This design comes from an exercise in tuning for small area on the open sky130 flow, not from production work. At most, simulation tests tie the RTL to the original design; equivalence was not proved. No functional check of the RTL was part of runs 1 to 3. Power is estimated from default activity; no workload was simulated.

**flow/config.mk**
```make
export PLATFORM = sky130hd
export DESIGN_NAME = msrv32_reg_file_2r2w
export DESIGN_NICKNAME = msrv32_reg_file_2r2w
export VERILOG_FILES = /design/flow/design.v
export SDC_FILE = /design/flow/constraint.sdc
export NUM_CORES = 4
export LEC_CHECK = 0
export CAP_MARGIN = 20
export CELL_PAD_IN_SITES_DETAIL_PLACEMENT = 1
export CELL_PAD_IN_SITES_GLOBAL_PLACEMENT = 2
export CORE_MARGIN = 2
export CORE_UTILIZATION = 60
export CTS_BUF_LIST = sky130_fd_sc_hd__clkbuf_8
export PLACE_DENSITY = 0.7
export SLEW_MARGIN = 20
export SYNTH_HIERARCHICAL = 1
export SYNTH_MINIMUM_KEEP_SIZE = 0
```
**flow/run.sh**
```bash
#!/bin/bash
# synth_recipe.tcl (not shown) runs the flow's synth.tcl, then flattens the netlist and writes it again
# the make line also repeats each setting of config.mk as NAME=value (left out here)
make -C /OpenROAD-flow-scripts/flow DESIGN_CONFIG=/design/flow/config.mk WORK_HOME=/design/flow/orfs CLKGATE_MAP_FILE= SYNTH_SCRIPT=/design/flow/synth_recipe.tcl finish
```
**flow/constraint.sdc**
```tcl
create_clock -name core_clock -period 5.0 [get_ports {msrv32_mp_clk_in}]
set_input_delay 1.0000 -clock core_clock [delete_from_list [all_inputs] [get_ports {msrv32_mp_clk_in}]]
set_output_delay 1.0000 -clock core_clock [all_outputs]
set_load 0.01 [all_outputs]
```
**flow/design.v**
```verilog
package msrv32_pkg;
  localparam int unsigned DEF_WIDTH      = 32;
  localparam int unsigned DEF_DEPTH      = 32;
  localparam int unsigned DEF_ADDR_WIDTH = 5;
  typedef logic [DEF_WIDTH-1:0]      word_t;
  typedef logic [DEF_ADDR_WIDTH-1:0] addr_t;
  localparam addr_t X0_ADDR = '0;
endpackage
module msrv32_rf_aoi222 (
  input  logic a1, a2,
  input  logic b1, b2,
  input  logic c1, c2,
  output logic y
);
  assign y = ~((a1 & a2) | (b1 & b2) | (c1 & c2));
endmodule
module msrv32_rf_aoi22 (
  input  logic a1, a2,
  input  logic b1, b2,
  output logic y
);
  assign y = ~((a1 & a2) | (b1 & b2));
endmodule
module msrv32_reg_file_mp
#(
  parameter int unsigned WIDTH      = msrv32_pkg::DEF_WIDTH,
  parameter int unsigned DEPTH      = msrv32_pkg::DEF_DEPTH,
  parameter int unsigned ADDR_WIDTH = msrv32_pkg::DEF_ADDR_WIDTH,
  parameter int unsigned RD_PORTS   = 2,
  parameter int unsigned WR_PORTS   = 2    
) (
  input  logic                           msrv32_mp_clk_in,
  input  logic                           msrv32_mp_rst_n_in,
  input  logic [RD_PORTS-1:0]            rd_en_in,
  input  logic [RD_PORTS*ADDR_WIDTH-1:0] rs_addr_in,
  output logic [RD_PORTS*WIDTH-1:0]      rs_out,
  output logic [RD_PORTS-1:0]            rs_busy_out,
  input  logic [WR_PORTS-1:0]            wr_en_in,
  input  logic [WR_PORTS*ADDR_WIDTH-1:0] wr_addr_in,
  input  logic [WR_PORTS*WIDTH-1:0]      wr_data_in,
  input  logic                           issue_en_in,
  input  logic [ADDR_WIDTH-1:0]          issue_addr_in,
  output logic [DEPTH-1:0]               busy_vec_out
);
  localparam int unsigned NW = DEPTH - 1;            
  localparam int unsigned NT = NW + 1;               
  localparam int unsigned NG = NT / 3;               
  logic [NW*WIDTH-1:0]       regs_q, regs_d;         
  logic [DEPTH-1:0]          valid_q, valid_d;
  logic [DEPTH-1:0]          busy_q, busy_d;
  logic [RD_PORTS*WIDTH-1:0] rs_q;
  logic [RD_PORTS-1:0]       rs_busy_q;
  logic [WIDTH-1:0] wd0, wd1;
  assign wd0 = wr_data_in[0 +: WIDTH];
  assign wd1 = wr_data_in[WIDTH +: WIDTH];
  logic [DEPTH-1:0] hit0, hit1, hold;
  always_comb begin
    for (int i = 0; i < DEPTH; i++) begin
      hit1[i] = wr_en_in[1] && (wr_addr_in[ADDR_WIDTH +: ADDR_WIDTH] == ADDR_WIDTH'(i));
      hit0[i] = wr_en_in[0] && (wr_addr_in[0 +: ADDR_WIDTH] == ADDR_WIDTH'(i)) && !hit1[i];
      hold[i] = !(hit0[i] || hit1[i]);
    end
  end
  for (genvar i = 1; i < DEPTH; i++) begin : g_word
    for (genvar b = 0; b < WIDTH; b++) begin : g_bit
      logic y;
      msrv32_rf_aoi222 u_wr (
        .a1 (hit1[i]), .a2 (wd1[b]),
        .b1 (hit0[i]), .b2 (wd0[b]),
        .c1 (hold[i]), .c2 (regs_q[(i-1)*WIDTH + b]),
        .y  (y)
      );
      assign regs_d[(i-1)*WIDTH + b] = ~y;
    end
  end
  always_ff @(posedge msrv32_mp_clk_in) begin
    regs_q <= regs_d;
  end
  assign valid_d = {valid_q[DEPTH-1:1] | ~hold[DEPTH-1:1], 1'b0};
  always_comb begin
    busy_d = busy_q;
    for (int w = 0; w < WR_PORTS; w++) begin
      if (wr_en_in[w]) begin
        busy_d[wr_addr_in[w*ADDR_WIDTH +: ADDR_WIDTH]] = 1'b0;
      end
    end
    if (issue_en_in) begin
      busy_d[issue_addr_in] = 1'b1;
    end
    busy_d[0] = 1'b0;
  end
  always_ff @(posedge msrv32_mp_clk_in or negedge msrv32_mp_rst_n_in) begin
    if (!msrv32_mp_rst_n_in) begin
      valid_q <= '0;
      busy_q  <= '0;
    end else begin
      valid_q <= valid_d;
      busy_q  <= busy_d;
    end
  end
  for (genvar p = 0; p < RD_PORTS; p++) begin : g_rd_port
    logic [ADDR_WIDTH-1:0] a;
    logic                  en;
    logic [NT-1:0]         sel;
    logic [WIDTH-1:0]      q;
    assign a  = rs_addr_in[p*ADDR_WIDTH +: ADDR_WIDTH];
    assign en = rd_en_in[p];
    assign q  = rs_q[p*WIDTH +: WIDTH];
    always_comb begin
      for (int i = 1; i < DEPTH; i++) begin
        sel[i-1] = en && valid_d[i] && (a == ADDR_WIDTH'(i));
      end
      sel[NW] = !en;
    end
    for (genvar b = 0; b < WIDTH; b++) begin : g_bit
      logic [NT-1:0] t;
      logic [NG-1:0] y;
      for (genvar i = 0; i < NW; i++) begin : g_t
        assign t[i] = regs_d[i*WIDTH + b];
      end
      assign t[NW] = q[b];
      for (genvar g = 0; g < NG; g++) begin : g_grp
        msrv32_rf_aoi222 u_rd (
          .a1 (sel[3*g]),   .a2 (t[3*g]),
          .b1 (sel[3*g+1]), .b2 (t[3*g+1]),
          .c1 (sel[3*g+2]), .c2 (t[3*g+2]),
          .y  (y[g])
        );
      end
      logic yl;
      msrv32_rf_aoi22 u_rdl (
        .a1 (sel[NT-2]), .a2 (t[NT-2]),
        .b1 (sel[NT-1]), .b2 (t[NT-1]),
        .y  (yl)
      );
      always_ff @(posedge msrv32_mp_clk_in or negedge msrv32_mp_rst_n_in) begin
        if (!msrv32_mp_rst_n_in) rs_q[p*WIDTH + b] <= 1'b0;
        else                     rs_q[p*WIDTH + b] <= ~(&{y, yl});
      end
    end
    always_ff @(posedge msrv32_mp_clk_in or negedge msrv32_mp_rst_n_in) begin
      if (!msrv32_mp_rst_n_in) rs_busy_q[p] <= 1'b0;
      else if (en)             rs_busy_q[p] <= busy_d[a];
    end
  end
  assign rs_out       = rs_q;
  assign rs_busy_out  = rs_busy_q;
  assign busy_vec_out = busy_q;
endmodule
module msrv32_reg_file_2r2w (
  input  logic         msrv32_mp_clk_in,
  input  logic         msrv32_mp_rst_n_in,
  input  logic [1:0]   rd_en_in,
  input  logic [9:0]   rs_addr_in,
  output logic [63:0]  rs_out,
  output logic [1:0]   rs_busy_out,
  input  logic [1:0]   wr_en_in,
  input  logic [9:0]   wr_addr_in,
  input  logic [63:0]  wr_data_in,
  input  logic         issue_en_in,
  input  logic [4:0]   issue_addr_in,
  output logic [31:0]  busy_vec_out
);
  msrv32_reg_file_mp #(
    .WIDTH      (32),
    .DEPTH      (32),
    .ADDR_WIDTH (5),
    .RD_PORTS   (2),
    .WR_PORTS   (2)
  ) u_rf (
    .msrv32_mp_clk_in   (msrv32_mp_clk_in),
    .msrv32_mp_rst_n_in (msrv32_mp_rst_n_in),
    .rd_en_in           (rd_en_in),
    .rs_addr_in         (rs_addr_in),
    .rs_out             (rs_out),
    .rs_busy_out        (rs_busy_out),
    .wr_en_in           (wr_en_in),
    .wr_addr_in         (wr_addr_in),
    .wr_data_in         (wr_data_in),
    .issue_en_in        (issue_en_in),
    .issue_addr_in      (issue_addr_in),
    .busy_vec_out       (busy_vec_out)
  );
endmodule
```
==> insert_results.sql, run 1 <==
INSERT INTO impl_metrics (metric_group, metric, value, unit) VALUES
('run_status', 'run_status', 'did not finish', ''),
('run_status', 'failing_step', '3_1_place_gp_skip_io', ''),
('run_status', 'stop_error', '[ERROR GPL-0301] Utilization 104.318 % exceeds 100%.', ''),
('die', 'floorplan.die.height', '291', 'µm'),
('synth', 'synth_enable_flop_cells', '0', ''),
('synth', 'synth_ff_type', 'sky130_fd_sc_hd__dfxtp_1', ''),
('die', 'initial_utilization', '60.4', '%'),
('synth', 'netlist-cell-type-count', '70', ''),
('synth', 'synth_seq_cells', '1120', ''),
('synth', 'synth_sequential_area_ratio', '46.5', '%'),
('synth', 'synthesis.yosys.warnings', '7', ''),
('die', 'die_width', '291', 'µm'),
('synth', 'mappedNetlistNets', '4884', ''),
('synth', 'syn_area', '49600', 'µm²'),
('synth', 'syn_avg_cell_area', '10.4', 'µm²'),
('synth', 'post_synth_inst_count', '4774', ''),
('die', 'core.rowCount', '105', ''),
('synth', 'synthArstFlopShare', '11.4', '%');
## per-module statistics from Yosys, one instance, submodules excluded, a selection
module | copies in the design | cell area, µm²
msrv32_rf_aoi222 | 1632 | 10.0
msrv32_rf_aoi22 | 64 | 12.5
## cell usage after synthesis, types with 3 or more instances
cell type	number	share of area (%)
sky130_fd_sc_hd__nor3_1	99	1.0
sky130_fd_sc_hd__nand2b_1	14	0.18
sky130_fd_sc_hd__clkbuf_1	32	0.24
sky130_fd_sc_hd__nor2_1	140	1.1
sky130_fd_sc_hd__dfrtp_1	128	6.5
sky130_fd_sc_hd__ha_1	14	0.35
sky130_fd_sc_hd__o2111ai_1	3	0.053
sky130_fd_sc_hd__nor4_1	36	0.45
sky130_fd_sc_hd__mux2i_1	13	0.26
sky130_fd_sc_hd__a222oi_1	1632	33
sky130_fd_sc_hd__a31oi_1	6	0.076
sky130_fd_sc_hd__buf_1	3	0.023
sky130_fd_sc_hd__or2_2	8	0.10
sky130_fd_sc_hd__a41oi_1	3	0.053
sky130_fd_sc_hd__o22ai_1	8	0.10
sky130_fd_sc_hd__xor2_1	4	0.071
sky130_fd_sc_hd__o221a_2	5	0.11
sky130_fd_sc_hd__and2_1	34	0.43
sky130_fd_sc_hd__buf_2	4	0.040
sky130_fd_sc_hd__a32oi_1	5	0.088
sky130_fd_sc_hd__nand2_1	54	0.41
sky130_fd_sc_hd__or4_1	4	0.061
sky130_fd_sc_hd__nor3b_1	4	0.061
sky130_fd_sc_hd__nor2b_1	26	0.33
sky130_fd_sc_hd__dfxtp_1	992	40
sky130_fd_sc_hd__xnor2_1	6	0.11
sky130_fd_sc_hd__nand4_1	203	2.6
sky130_fd_sc_hd__inv_1	1042	7.9
sky130_fd_sc_hd__buf_4	33	0.50
sky130_fd_sc_hd__a21oi_1	20	0.20
sky130_fd_sc_hd__o32ai_1	4	0.071
sky130_fd_sc_hd__o31ai_1	4	0.061
sky130_fd_sc_hd__and3_1	9	0.11
sky130_fd_sc_hd__a22oi_2	64	1.6
sky130_fd_sc_hd__and3b_1	6	0.11
sky130_fd_sc_hd__a211oi_1	3	0.045
sky130_fd_sc_hd__nand3_1	19	0.19
sky130_fd_sc_hd__o21ai_0	24	0.24
sky130_fd_sc_hd__o2bb2ai_1	7	0.12
sky130_fd_sc_hd__o221ai_1	22	0.39
## logic make-up after synthesis
| logic type | synth area share, % |
|---|---|
| buffers and inverters | 8.72 |
| flip-flops | 46.5 |
| AO/OA/AOI/OAI | 36.6 |
| multiplexers | 0.313 |
| other | 0.00757 |
| adder cells (fa/ha/maj) | 0.354 |
| XOR/XNOR | 0.177 |
| AND/OR/NAND/NOR | 7.26 |
==> run 2, diff against run 1 <==
--- a/flow/config.mk
+++ b/flow/config.mk
@@ -9,9 +9,9 @@
 export CELL_PAD_IN_SITES_DETAIL_PLACEMENT = 1
 export CELL_PAD_IN_SITES_GLOBAL_PLACEMENT = 2
 export CORE_MARGIN = 2
-export CORE_UTILIZATION = 60
+export CORE_UTILIZATION = 45
 export CTS_BUF_LIST = sky130_fd_sc_hd__clkbuf_8
-export PLACE_DENSITY = 0.7
+export PLACE_DENSITY = 0.65
 export SLEW_MARGIN = 20
 export SYNTH_HIERARCHICAL = 1
 export SYNTH_MINIMUM_KEEP_SIZE = 0
==> insert_results.sql, run 2 <==
INSERT INTO impl_metrics (metric_group, metric, value, unit) VALUES
('power_and_ir_drop', 'power.total', '27.3', 'mW'),
('die', 'fp.dieArea', '113000', 'µm²'),
('die', 'die_width', '336', 'µm'),
('global_route', 'groute.usage.overall', '52.4', '%'),
('finish', 'areaGrowthSynthToFinish', '24.1', '%'),
('synth', 'synth_top_cell_area_share', '40.1', '%'),
('die', 'num_io_pins', '194', ''),
('finish', 'number_of_standard_cells_in_the_layout_taps_in_and_fillers_out', '7050', ''),
('run_status', 'run_status', 'finished clean', ''),
('finish', 'drive_above_1_share', '16.0', '%'),
('synth', 'post_synth_inst_count', '4774', ''),
('cts', 'clock_pin_slew_worst_setup_and_hold_paths', '0.06', 'ns'),
('detailed_routing', 'drtIter0Drc', '19500', ''),
('cts', 'cts_tree', 'yes', ''),
('synth', 'syn_area', '49600', 'µm²'),
('detailed_routing', 'drc', '0', ''),
('synth', 'yosysMostFrequentCell', 'sky130_fd_sc_hd__a222oi_1', ''),
('finish', 'reg.largest.list', 'u_rf.regs_q (992), u_rf.rs_q (64)', ''),
('synth', 'netlist-cell-type-count', '70', ''),
('die', 'initial_utilization', '45.5', '%'),
('sta', 'timing.clock.skew', '0.0580', 'ns'),
('synth', 'synth_sequential_area_ratio', '46.5', '%'),
('finish', 'nFillCells', '11800', ''),
('place', 'detailed_place.area', '57500', 'µm²'),
('sta', 'tightest_slew', '1.33', 'ns'),
('worst_setup_path', 'worst_setup_path_start_kind', 'input pin', ''),
('synth', 'mappedNetlistNets', '4884', ''),
('sta', 'fmax', '226', 'MHz'),
('power_and_ir_drop', 'power_density_of_the_placed_cells', '443', 'nW/µm²'),
('detailed_routing', 'wire_per_inst', '44.0', 'µm'),
('detailed_routing', 'vias_per_cell', '8.44', ''),
('finish', 'mostFrequentLayoutCells', '1,632 x sky130_fd_sc_hd__a222oi_1, 1,120 x sky130_fd_sc_hd__inv_1, 992 x sky130_fd_sc_hd__dfxtp_1', ''),
('finish', 'largest_register_ff_count', '992', ''),
('flow_run', 'cap_viol_max_count', '0', ''),
('sta', 'hold_violations', '0', ''),
('worst_setup_path', 'worst-endpoint-arrival', '5.21', 'ns'),
('synth', 'synth.area.top_cells', 'sky130_fd_sc_hd__dfxtp_1 40%, sky130_fd_sc_hd__a222oi_1 33%, sky130_fd_sc_hd__inv_1 7.9%, sky130_fd_sc_hd__dfrtp_1 6.5%, sky130_fd_sc_hd__nand4_1 2.6%', ''),
('global_route', 'first_global_vias', '58200', ''),
('synth', 'synth.top_cells.by_count', '1,632 x sky130_fd_sc_hd__a222oi_1, 1,042 x sky130_fd_sc_hd__inv_1, 992 x sky130_fd_sc_hd__dfxtp_1', ''),
('global_route', 'grt_pass1_wl', '426000', 'µm'),
('finish', 'most_common_library_cell_in_the_layout_ignoring_fill_and_taps', 'sky130_fd_sc_hd__a222oi_1', ''),
('worst_setup_path', 'crit_path_end_kind', 'flip-flop', ''),
('place', 'routabilityCongestion', '1.00', ''),
('cts', 'clock_path_buffers', '3', ''),
('sta', 'final_cycle_share', '88.6', '%'),
('die', 'placeableCoreArea', '109000', 'µm²'),
('finish', 'multi_input_area', '23300', 'µm²'),
('synth', 'synth_largest_area_cell', 'sky130_fd_sc_hd__dfxtp_1', ''),
('worst_hold_path', 'hold_path.class', 'in2async', ''),
('finish', 'fin_nets', '5573', ''),
('cts', 'cts_buffers', '192', ''),
('global_route', 'pin_count_of_the_biggest_net_entering_global_routing', '68', ''),
('sta', 'setup_viol', '0', ''),
('place', 'placed_cells', '6681', ''),
('worst_setup_path', 'timing_worst_setup_path_type', 'in2reg', ''),
('worst_setup_path', 'slowest_delay', '0.59', 'ns'),
('finish', 'registers.top_by_ff_count', 'u_rf.regs_q', ''),
('cts', 'cts_max_level', '4', ''),
('cts', 'cts_hold_buf', '0', ''),
('sta', 'timing.slew.headroom', '11.0', '%'),
('finish', 'layout.cell_area.non_filler', '61500', 'µm²'),
('power_and_ir_drop', 'power_leakage', '27.5', 'nW'),
('detailed_routing', 'drt_pre_antenna_iters', '17', ''),
('worst_setup_path', 'timing.critical_path.slowest_stage_cell', 'sky130_fd_sc_hd__nand4_1', ''),
('finish', 'ff_latch_area', '23100', 'µm²'),
('finish', 'postLayoutCoreUtil', '56.4', '%'),
('worst_setup_path', 'worstPathCellList', 'clkdlybuf4s50_1 > inv_1 > ha_1 > nor3b_1 > ha_1 > and2_2 > a21oi_4 > nor2b_1 > nor3_4 > buf_4 > a222oi_1 > nand4_1 > nor2_1 > nand4_1', ''),
('place', 'place.port_buffers', '192', ''),
('detailed_routing', 'drt_wl_total', '310000', 'µm'),
('sta', 'grt_setup_unrepaired', 'false', ''),
('cts', 'post-cts-setup-buffer-count', '0', ''),
('power_and_ir_drop', 'worst_ir_drop_vdd', '234', 'µV'),
('detailed_routing', 'vias', '59500', ''),
('global_route', 'grt_remaining_overflow', '0', ''),
('place', 'place_hpwl', '179000', 'µm'),
('synth', 'synthArstFlopShare', '11.4', '%'),
('synth', 'synth_seq_cells', '1120', ''),
('global_route', 'antenna_violations_before_repair', '11', ''),
('cts', 'numClockSinks', '1120', ''),
('cts', 'clk_latency', '0.94', 'ns'),
('synth', 'synthesis.yosys.warnings', '7', ''),
('worst_setup_path', 'timing.critical_path.buf_inv', '3', ''),
('die', 'floorplan.die.height', '336', 'µm'),
('sta', 'finalCriticalPeriod', '4.43', 'ns'),
('cts', 'clk_root_buffer_cell', 'sky130_fd_sc_hd__clkbuf_8', ''),
('worst_setup_path', 'required', '5.78', 'ns'),
('sta', 'finalMaxSlewViolations', '0', ''),
('cts', 'cts-resized-gates', '0', ''),
('synth', 'synth_ff_type', 'sky130_fd_sc_hd__dfxtp_1', ''),
('detailed_routing', 'detail-route-antenna-nets', '0', ''),
('worst_setup_path', 'worstPathMaxFanout', '11', ''),
('die', 'core.rowCount', '121', ''),
('sta', 'fin_hold_ws', '0.100', 'ns'),
('synth', 'syn_avg_cell_area', '10.4', 'µm²'),
('worst_setup_path', 'worst_path_dominant_cell_family', 'simple AND/OR/NAND/NOR gates', ''),
('synth', 'synth_enable_flop_cells', '0', '');
[run 2: cell counts after synthesis]
Identical to the previous run, type by type.
[run 2: layout make-up]
class / count / area share [%]
diodes: 14 / 0.0570
clock buffers: 244 / 5.46
clock inverters: 109 / 0.934
inverters: 1042 / 6.36
multi-input cells: 2539 / 37.9
flip-flops and latches: 1120 / 37.5
well taps: 1414 / 2.88
repair buffers: 568 / 8.88
[run 2: modules after synthesis (local to each module, per instance), a selection]
module	cells inside	area [µm²]	flip-flops and latches
msrv32_rf_aoi22	1	12.5	0
msrv32_rf_aoi222	1	10.0	0
[run 2: worst paths after layout]
check	from	slack (ns)	end	depth (start not counted)
worst max-delay path	wr_addr_in[6]	0.57	u_rf.rs_q[2]	14
worst min-delay path	msrv32_mp_rst_n_in	0.10	u_rf.busy_q[1]	1
worst max register to register	u_rf.valid_q[18]	2.07	u_rf.rs_q[2]	7
worst min register to register	u_rf.regs_q[277]	0.49	u_rf.regs_q[277]	2
max in group asynchronous	msrv32_mp_rst_n_in	3.81	u_rf.rs_q[19]	2
min in group core_clock	u_rf.regs_q[277]	0.49	u_rf.regs_q[277]	2
[run 2: cell families (layout without fill, tap and decap cells)]
kind of cell | count (synthesis) | after routing | synth area share (%)
AO/OA/AOI/OAI | 1832 | 1832 | 36.6
flip-flops | 1120 | 1120 | 46.5
AND/OR/NAND/NOR | 667 | 667 | 7.26
adder cells (fa/ha/maj) | 14 | 14 | 0.354
XOR/XNOR | 10 | 10 | 0.177
buffers and inverters | 1115 | 1963 | 8.72
multiplexers | 15 | 15 | 0.313
other | 1 | 15 | 0.00757
[run 2: through the flow]
stage | TNS [ns] | worst slack (ns)
after floorplan | -0.361 | -0.00604
after global placement | -0.0237 | -0.0237
after detailed placement | 0 | 0.0645
after CTS | 0 | 0.997
after global routing | 0 | 0.676
final | 0 | 0.572
[run 2: report_power, final]
part	total, mW	switching [mW]	leakage [nW]	internal [mW]
clock network	8.70	4.20	2.32	4.49
logic	6.43	3.96	15.3	2.47
registers	12.1	0.907	9.87	11.2
[run 2: per-layer routing]
layer / GRT usage [%] / wire length [µm] / part of all wire [%]
met1: 63.1 / 105000 / 34
met2: 73.2 / 123000 / 40
met3: 21.6 / 52200 / 17
met4: 42.0 / 28800 / 9.3
met5: 0.298 / 132 / 0.043
==> run 3, diff against run 2 <==
==> flow/config.mk (replaced) <==
export PLATFORM = sky130hd
export DESIGN_NAME = msrv32_reg_file_2r2w
export DESIGN_NICKNAME = msrv32_reg_file_2r2w
export VERILOG_FILES = /design/flow/design.v
export SDC_FILE = /design/flow/constraint.sdc
export NUM_CORES = 4
export LEC_CHECK = 0
export CAP_MARGIN = 20
export CELL_PAD_IN_SITES_DETAIL_PLACEMENT = 0
export CELL_PAD_IN_SITES_GLOBAL_PLACEMENT = 1
export CORE_MARGIN = 2
export CORE_UTILIZATION = 70
export CTS_BUF_LIST = sky130_fd_sc_hd__clkbuf_4
export PLACE_DENSITY = 0.8
export SLEW_MARGIN = 20
export SYNTH_HIERARCHICAL = 1
export SYNTH_MINIMUM_KEEP_SIZE = 0
==> insert_results.sql, run 3 <==
INSERT INTO impl_metrics (metric_group, metric, value, unit) VALUES
('run_status', 'run_status', 'did not finish', ''),
('run_status', 'failing_step', '3_1_place_gp_skip_io', ''),
('run_status', 'stop_error', '[ERROR GPL-0301] Utilization 102.294 % exceeds 100%.', ''),
('synth', 'synth_ff_type', 'sky130_fd_sc_hd__dfxtp_1', ''),
('synth', 'synth_sequential_area_ratio', '46.5', '%'),
('synth', 'synth_largest_area_cell', 'sky130_fd_sc_hd__dfxtp_1', ''),
('die', 'initial_utilization', '70.8', '%'),
('synth', 'netlist-cell-type-count', '70', ''),
('die', 'die_width', '270', 'µm'),
('synth', 'synth_enable_flop_cells', '0', ''),
('synth', 'post_synth_inst_count', '4774', ''),
('synth', 'synth.area.top_cells', 'sky130_fd_sc_hd__dfxtp_1 40%, sky130_fd_sc_hd__a222oi_1 33%, sky130_fd_sc_hd__inv_1 7.9%, sky130_fd_sc_hd__dfrtp_1 6.5%, sky130_fd_sc_hd__nand4_1 2.6%', ''),
('synth', 'yosysMostFrequentCell', 'sky130_fd_sc_hd__a222oi_1', ''),
('synth', 'synth_top_cell_area_share', '40.1', '%'),
('synth', 'synth.top_cells.by_count', '1,632 x sky130_fd_sc_hd__a222oi_1, 1,042 x sky130_fd_sc_hd__inv_1, 992 x sky130_fd_sc_hd__dfxtp_1', ''),
('synth', 'syn_avg_cell_area', '10.4', 'µm²'),
('synth', 'mappedNetlistNets', '4884', ''),
('die', 'core.rowCount', '97', ''),
('synth', 'synthesis.yosys.warnings', '7', ''),
('die', 'floorplan.die.height', '270', 'µm'),
('synth', 'synth_seq_cells', '1120', ''),
('synth', 'syn_area', '49600', 'µm²'),
('synth', 'synthArstFlopShare', '11.4', '%');
[run 3: cell families after synthesis]
family,count (synthesis),share of synthesized area (%)
mux,15,0.313
buf+inv,1115,8.72
xor+xnor,10,0.177
fa+ha+maj,14,0.354
compound gates,1832,36.6
simple gates,667,7.26
flops,1120,46.5
other cells,1,0.00757
[run 3: per-module statistics from Yosys (local to each module, per instance), excerpt]
| module | flip-flops and latches | copies in the design | cell area, µm² |
|---|---|---|---|
| msrv32_rf_aoi22 | 0 | 64 | 12.5 |
| msrv32_rf_aoi222 | 0 | 1632 | 10.0 |
==> run 4, diff against run 3 <==
--- a/flow/design.v
+++ b/flow/design.v
@@ -20,6 +20,23 @@
   output logic y
 );
   assign y = ~((a1 & a2) | (b1 & b2));
+endmodule
+module msrv32_rf_dec
+#(
+  parameter int unsigned ADDR_WIDTH = 5,
+  parameter int unsigned DEPTH      = 32
+) (
+  input  logic                  en_i,
+  input  logic [ADDR_WIDTH-1:0] addr_i,
+  output logic [DEPTH-1:0]      dec_o
+);
+  logic [3:0] lo;
+  logic [7:0] hi;
+  always_comb begin
+    for (int k = 0; k < 4; k++) lo[k] = (addr_i[1:0] == 2'(k));
+    for (int m = 0; m < 8; m++) hi[m] = en_i && (addr_i[4:2] == 3'(m));
+    for (int i = 0; i < DEPTH; i++) dec_o[i] = lo[i % 4] && hi[i / 4];
+  end
 endmodule
 module msrv32_reg_file_mp
 #(
@@ -53,14 +70,17 @@
   logic [WIDTH-1:0] wd0, wd1;
   assign wd0 = wr_data_in[0 +: WIDTH];
   assign wd1 = wr_data_in[WIDTH +: WIDTH];
+  logic [DEPTH-1:0] dec_w0, dec_w1, dec_is;
+  msrv32_rf_dec #(.ADDR_WIDTH (ADDR_WIDTH), .DEPTH (DEPTH)) u_dec_w0 (
+    .en_i (wr_en_in[0]), .addr_i (wr_addr_in[0 +: ADDR_WIDTH]), .dec_o (dec_w0));
+  msrv32_rf_dec #(.ADDR_WIDTH (ADDR_WIDTH), .DEPTH (DEPTH)) u_dec_w1 (
+    .en_i (wr_en_in[1]), .addr_i (wr_addr_in[ADDR_WIDTH +: ADDR_WIDTH]), .dec_o (dec_w1));
+  msrv32_rf_dec #(.ADDR_WIDTH (ADDR_WIDTH), .DEPTH (DEPTH)) u_dec_is (
+    .en_i (issue_en_in), .addr_i (issue_addr_in), .dec_o (dec_is));
   logic [DEPTH-1:0] hit0, hit1, hold;
-  always_comb begin
-    for (int i = 0; i < DEPTH; i++) begin
-      hit1[i] = wr_en_in[1] && (wr_addr_in[ADDR_WIDTH +: ADDR_WIDTH] == ADDR_WIDTH'(i));
-      hit0[i] = wr_en_in[0] && (wr_addr_in[0 +: ADDR_WIDTH] == ADDR_WIDTH'(i)) && !hit1[i];
-      hold[i] = !(hit0[i] || hit1[i]);
-    end
-  end
+  assign hit1 = dec_w1;
+  assign hit0 = dec_w0 & ~dec_w1;
+  assign hold = ~(dec_w0 | dec_w1);
   for (genvar i = 1; i < DEPTH; i++) begin : g_word
     for (genvar b = 0; b < WIDTH; b++) begin : g_bit
       logic y;
@@ -77,18 +97,7 @@
     regs_q <= regs_d;
   end
   assign valid_d = {valid_q[DEPTH-1:1] | ~hold[DEPTH-1:1], 1'b0};
-  always_comb begin
-    busy_d = busy_q;
-    for (int w = 0; w < WR_PORTS; w++) begin
-      if (wr_en_in[w]) begin
-        busy_d[wr_addr_in[w*ADDR_WIDTH +: ADDR_WIDTH]] = 1'b0;
-      end
-    end
-    if (issue_en_in) begin
-      busy_d[issue_addr_in] = 1'b1;
-    end
-    busy_d[0] = 1'b0;
-  end
+  assign busy_d = {dec_is[DEPTH-1:1] | (busy_q[DEPTH-1:1] & hold[DEPTH-1:1]), 1'b0};
   always_ff @(posedge msrv32_mp_clk_in or negedge msrv32_mp_rst_n_in) begin
     if (!msrv32_mp_rst_n_in) begin
       valid_q <= '0;
@@ -106,11 +115,21 @@
     assign a  = rs_addr_in[p*ADDR_WIDTH +: ADDR_WIDTH];
     assign en = rd_en_in[p];
     assign q  = rs_q[p*WIDTH +: WIDTH];
-    always_comb begin
-      for (int i = 1; i < DEPTH; i++) begin
-        sel[i-1] = en && valid_d[i] && (a == ADDR_WIDTH'(i));
-      end
-      sel[NW] = !en;
+    logic [DEPTH-1:0] dec_rd;
+    msrv32_rf_dec #(.ADDR_WIDTH (ADDR_WIDTH), .DEPTH (DEPTH)) u_dec_rd (
+      .en_i (en), .addr_i (a), .dec_o (dec_rd));
+    assign sel = {!en, dec_rd[DEPTH-1:1] & valid_d[DEPTH-1:1]};
+    logic [NT-1:0] bsel, bt;
+    logic [NG-1:0] by;
+    assign bsel = {!en, dec_rd[DEPTH-1:1]};
+    assign bt   = {rs_busy_q[p], busy_d[DEPTH-1:1]};
+    for (genvar g = 0; g < NG; g++) begin : g_bgrp
+      msrv32_rf_aoi222 u_rdb (
+        .a1 (bsel[3*g]),   .a2 (bt[3*g]),
+        .b1 (bsel[3*g+1]), .b2 (bt[3*g+1]),
+        .c1 (bsel[3*g+2]), .c2 (bt[3*g+2]),
+        .y  (by[g])
+      );
     end
     for (genvar b = 0; b < WIDTH; b++) begin : g_bit
       logic [NT-1:0] t;
@@ -127,20 +146,14 @@
           .y  (y[g])
         );
       end
-      logic yl;
-      msrv32_rf_aoi22 u_rdl (
-        .a1 (sel[NT-2]), .a2 (t[NT-2]),
-        .b1 (sel[NT-1]), .b2 (t[NT-1]),
-        .y  (yl)
-      );
       always_ff @(posedge msrv32_mp_clk_in or negedge msrv32_mp_rst_n_in) begin
         if (!msrv32_mp_rst_n_in) rs_q[p*WIDTH + b] <= 1'b0;
-        else                     rs_q[p*WIDTH + b] <= ~(&{y, yl});
+        else                     rs_q[p*WIDTH + b] <= ~(&y) | (sel[NT-2] & t[NT-2]) | (sel[NT-1] & t[NT-1]);
       end
     end
     always_ff @(posedge msrv32_mp_clk_in or negedge msrv32_mp_rst_n_in) begin
       if (!msrv32_mp_rst_n_in) rs_busy_q[p] <= 1'b0;
-      else if (en)             rs_busy_q[p] <= busy_d[a];
+      else                     rs_busy_q[p] <= ~(&by) | (bsel[NT-2] & bt[NT-2]) | (bsel[NT-1] & bt[NT-1]);
     end
   end
   assign rs_out       = rs_q;
==> flow/flow/run.sh (new file) <==
#!/bin/bash
# Own layout flow: the standard layout (standard.sh: unchanged synthesis,
# floorplan, power grid, tap cells, placement and routing) with two changes:
#  - ports are buffered with the smallest buffer (buf_1) instead of the default
#    clkdlybuf4s50_1;
#  - clock tree synthesis uses clkbuf_8 with larger sink clusters and inserts
#    no dummy loads.
# All of make's output goes to flow_make.log in the work folder; ORFS keeps each
# tool's own log under orfs/logs/.
set -euo pipefail
cd "$(dirname "${BASH_SOURCE[0]}")/.."
export BUFFER_PORTS_ARGS="-buffer_cell sky130_fd_sc_hd__buf_1"
export CTS_ARGS="-sink_clustering_enable -repair_clock_nets -buf_list sky130_fd_sc_hd__clkbuf_8 -sink_clustering_size 15 -sink_clustering_max_diameter 50 -dont_use_dummy_load"
bash standard.sh finish > flow_make.log 2>&1
==> flow/standard.sh (new file) <==
#!/bin/bash
# synth_recipe.tcl (not shown) runs the flow's synth.tcl, then flattens the netlist and writes it again
# the make line also repeats each setting of config.mk as NAME=value (left out here)
make -C /OpenROAD-flow-scripts/flow DESIGN_CONFIG=/design/flow/config.mk WORK_HOME=/design/flow/orfs CLKGATE_MAP_FILE= SYNTH_SCRIPT=/design/flow/synth_recipe.tcl "${@:-finish}"
==> flow/config.mk (replaced) <==
export PLATFORM = sky130hd
export DESIGN_NAME = msrv32_reg_file_2r2w
export DESIGN_NICKNAME = msrv32_reg_file_2r2w
export VERILOG_FILES = /design/flow/design.v
export SDC_FILE = /design/flow/constraint.sdc
export NUM_CORES = 4
export LEC_CHECK = 0
export CAP_MARGIN = 20
export CELL_PAD_IN_SITES_DETAIL_PLACEMENT = 1
export CELL_PAD_IN_SITES_GLOBAL_PLACEMENT = 2
export CORE_MARGIN = 2
export CORE_UTILIZATION = 30
export PLACE_DENSITY = 0.5
export SLEW_MARGIN = 20
export SYNTH_HIERARCHICAL = 1
export SYNTH_MINIMUM_KEEP_SIZE = 0
removed: flow/run.sh
==> insert_results.sql, run 4 <==
INSERT INTO impl_metrics (metric_group, metric, value, unit) VALUES
('place', 'detailed_place.area', '55200', 'µm²'),
('detailed_routing', 'drtIter0Drc', '13900', ''),
('worst_setup_path', 'crit_path_end_kind', 'flip-flop', ''),
('worst_setup_path', 'critical_path.reg2reg.endpoint', 'u_rf.rs_q[28]', ''),
('global_route', 'grt_pass1_wl', '426000', 'µm'),
('sta', 'final_cycle_share', '80.8', '%'),
('synth', 'syn_avg_cell_area', '10.5', 'µm²'),
('cts', 'clk_root_buffer_cell', 'sky130_fd_sc_hd__clkbuf_8', ''),
('sta', 'tns', '0', 'ns'),
('die', 'fp.dieArea', '163000', 'µm²'),
('finish', 'multi_input_area', '21500', 'µm²'),
('flow_run', 'cap_viol_max_count', '0', ''),
('global_route', 'antenna_violations_before_repair', '23', ''),
('die', 'core.rowCount', '146', ''),
('run_status', 'run_status', 'finished clean', ''),
('cts', 'cts_buffers', '165', ''),
('sta', 'tightest_slew', '1.31', 'ns'),
('cts', 'post-cts-setup-buffer-count', '0', ''),
('worst_setup_path', 'required', '5.74', 'ns'),
('worst_hold_path', 'hold_path.class', 'reg2reg', ''),
('cts', 'clock_pin_slew_worst_setup_and_hold_paths', '0.07', 'ns'),
('sta', 'finalMaxSlewViolations', '0', ''),
('sta', 'finalCriticalPeriod', '4.04', 'ns'),
('sta', 'setup_viol', '0', ''),
('worst_hold_path', 'worst_hold_startpoint', 'u_rf.valid_q[27]', ''),
('worst_setup_path', 'worst_setup_path_start_kind', 'input pin', ''),
('worst_setup_path', 'reg2reg_from', 'u_rf.valid_q[26]', ''),
('finish', 'fin_nets', '5321', ''),
('synth', 'post_synth_inst_count', '4558', ''),
('detailed_routing', 'detail-route-antenna-nets', '0', ''),
('worst_setup_path', 'worstPathMaxFanout', '27', ''),
('finish', 'registers.top_by_ff_count', 'u_rf.regs_q', ''),
('die', 'placeableCoreArea', '159000', 'µm²'),
('die', 'floorplan.die.height', '404', 'µm'),
('finish', 'ff_latch_area', '23100', 'µm²'),
('sta', 'timing.slew.headroom', '12.9', '%'),
('power_and_ir_drop', 'power_density_of_the_placed_cells', '419', 'nW/µm²'),
('finish', 'drive_above_1_share', '14.3', '%'),
('worst_setup_path', 'worstPathCellList', 'buf_1 > nand4b_1 > buf_4 > nor2_4 > or3_1 > and2_2 > a222oi_1 > nand4_1 > a2111oi_0 > o21ai_1', ''),
('worst_setup_path', 'slowest_delay', '0.68', 'ns'),
('place', 'place.port_buffers', '192', ''),
('die', 'num_io_pins', '194', ''),
('worst_hold_path', 'timing.hold.worst_path_depth', '1', ''),
('finish', 'nFillCells', '17700', ''),
('cts', 'numClockSinks', '1120', ''),
('cts', 'clk_latency', '0.92', 'ns'),
('global_route', 'pin_count_of_the_biggest_net_entering_global_routing', '77', ''),
('power_and_ir_drop', 'power.total', '24.1', 'mW'),
('worst_setup_path', 'timing.critical_path.slowest_stage_cell', 'sky130_fd_sc_hd__a222oi_1', ''),
('sta', 'fmax', '248', 'MHz'),
('sta', 'hold_violations', '0', ''),
('global_route', 'first_global_vias', '51800', ''),
('cts', 'cts-resized-gates', '0', ''),
('detailed_routing', 'vias_per_cell', '7.31', ''),
('power_and_ir_drop', 'power_leakage', '26.0', 'nW'),
('die', 'die_width', '404', 'µm'),
('worst_setup_path', 'timing.critical_path.buf_inv', '2', ''),
('worst_setup_path', 'rrSetupSlack', '1.63', 'ns'),
('detailed_routing', 'drc', '0', ''),
('synth', 'mappedNetlistNets', '4654', ''),
('synth', 'synthesis.yosys.warnings', '8', ''),
('finish', 'mostFrequentLayoutCells', '1,652 x sky130_fd_sc_hd__a222oi_1, 994 x sky130_fd_sc_hd__inv_1, 992 x sky130_fd_sc_hd__dfxtp_1', ''),
('cts', 'clock_path_buffers', '3', ''),
('place', 'routabilityCongestion', '0.876', ''),
('global_route', 'grt_remaining_overflow', '0', ''),
('cts', 'cts_max_level', '4', ''),
('finish', 'layout.cell_area.non_filler', '57500', 'µm²'),
('worst_setup_path', 'worst-endpoint-arrival', '4.78', 'ns'),
('finish', 'largest_register_ff_count', '992', ''),
('worst_hold_path', 'worstHoldEndpoint', 'u_rf.valid_q[27]', ''),
('worst_setup_path', 'worst_path_dominant_cell_family', 'simple AND/OR/NAND/NOR gates', ''),
('synth', 'syn_area', '48000', 'µm²'),
('power_and_ir_drop', 'worst_ir_drop_vdd', '284', 'µV'),
('sta', 'timing.clock.skew', '0.0670', 'ns'),
('global_route', 'groute.usage.overall', '36.8', '%'),
('finish', 'areaGrowthSynthToFinish', '19.8', '%'),
('finish', 'postLayoutCoreUtil', '36.3', '%'),
('cts', 'cts_hold_buf', '1', ''),
('detailed_routing', 'vias', '53400', ''),
('detailed_routing', 'wire_per_inst', '43.2', 'µm'),
('sta', 'grt_setup_unrepaired', 'false', ''),
('finish', 'reg.largest.list', 'u_rf.regs_q (992), u_rf.rs_q (64)', ''),
('detailed_routing', 'drt_wl_total', '315000', 'µm'),
('cts', 'cts_tree', 'yes', ''),
('worst_setup_path', 'timing_worst_setup_path_type', 'in2reg', ''),
('worst_setup_path', 'reg2reg_depth', '7', ''),
('detailed_routing', 'drt_pre_antenna_iters', '10', ''),
('finish', 'most_common_library_cell_in_the_layout_ignoring_fill_and_taps', 'sky130_fd_sc_hd__a222oi_1', ''),
('place', 'place_hpwl', '204000', 'µm'),
('die', 'initial_utilization', '30.3', '%');
[run 4: routing by layer]
| metal | track usage [%] | vias up | share of wire (%) |
|---|---|---|---|
| met3 | 6.96 | 748 | 9.9 |
| met5 | 0 | - | 0.023 |
| met2 | 58.4 | 3484 | 45 |
| met4 | 15.2 | 10 | 4.3 |
| li1 | - | 21400 | - |
| met1 | 49.1 | 27800 | 41 |
[run 4: power breakdown]
part | leakage, nW | switching [mW] | internal (mW) | total (mW)
combinational | 14.9 | 3.49 | 1.94 | 5.44
sequential | 9.88 | 0.846 | 11.2 | 12.0
clock | 1.19 | 3.71 | 2.90 | 6.62
total | 26.0 | 8.05 | 16.0 | 24.1
[run 4: worst max-delay path by stage]
stage                       start       endpoint  slack, ns  depth (start not counted)
floorplan           wr_addr_in[9]   u_rf.rs_q[0]       0.14                          9
global placement    wr_addr_in[7]  u_rf.rs_q[60]       0.27                         11
detailed placement  wr_addr_in[9]  u_rf.rs_q[57]       0.26                         11
CTS                 wr_addr_in[9]  u_rf.rs_q[57]       1.22                         11
global route          wr_en_in[0]  u_rf.rs_q[23]       0.94                         11
finish              wr_addr_in[9]  u_rf.rs_q[58]       0.96                         10
[run 4: metrics by stage]
stage	instances	hold slack, ns	setup slack (ns)
after floorplan	4558	0.433	0.142
after detailed placement	7129	0.453	0.265
final	7308	0.468	0.962
after global placement	7127	0.450	0.269
after CTS	7295	0.462	1.22
after global routing	7299	0.479	0.938
[run 4: area by class of cell]
cell class / instances / area share [%]
Antenna cell: 13 / 0.0565
Clock buffer: 165 / 3.95
Inverter: 996 / 6.50
Multi-Input combinational cell: 2382 / 37.5
Sequential cell: 1120 / 40.1
Tap cell: 2072 / 4.51
Timing Repair Buffer: 560 / 7.44
[run 4: worst register-to-register path, delay by kind of cell (launching register included)]
kind,cells,cell delay (ns)
compound gates,3,1.06
buf+inv,1,0.36
simple gates,3,1.41
flops,1,0.36

==> re-timing with driven ports <==
How much do the figures lean on ideal ports? The routed layouts below were timed once more, with nothing changed but the port constraints. Step 1 (the two cells are an assumption about what drives the block):
set clk [get_ports {msrv32_mp_clk_in}]
set_driving_cell -lib_cell sky130_fd_sc_hd__clkbuf_16 $clk
set_driving_cell -lib_cell sky130_fd_sc_hd__buf_2 [delete_from_list [all_inputs] $clk]
Step 2 adds t to the input delays and takes it off the output delays; t is the mean of the earliest and latest rising clock arrival at the registers after step 1. Input paths then give back, and output paths get back, about the clock's delay inside the block. Three values: ideal ports, drivers, drivers and shift; two values: the first two.
run | t (ns) | setup WS [ns] | worst setup path after step 2 | latest minus earliest clock arrival (ns)
run 2 | 0.988 | 0.572 / 0.626 / -0.362 | input to register | 0.066 / 0.066
run 4 | 0.972 | 0.962 / 1.001 / 0.029 | input to register | 0.073 / 0.073
With both steps, setup timing fails in run 2, where it was met with ideal ports. The setup slack of run 2, which loses most, moves by +0.054 ns with the drivers and by -0.934 ns with both steps.
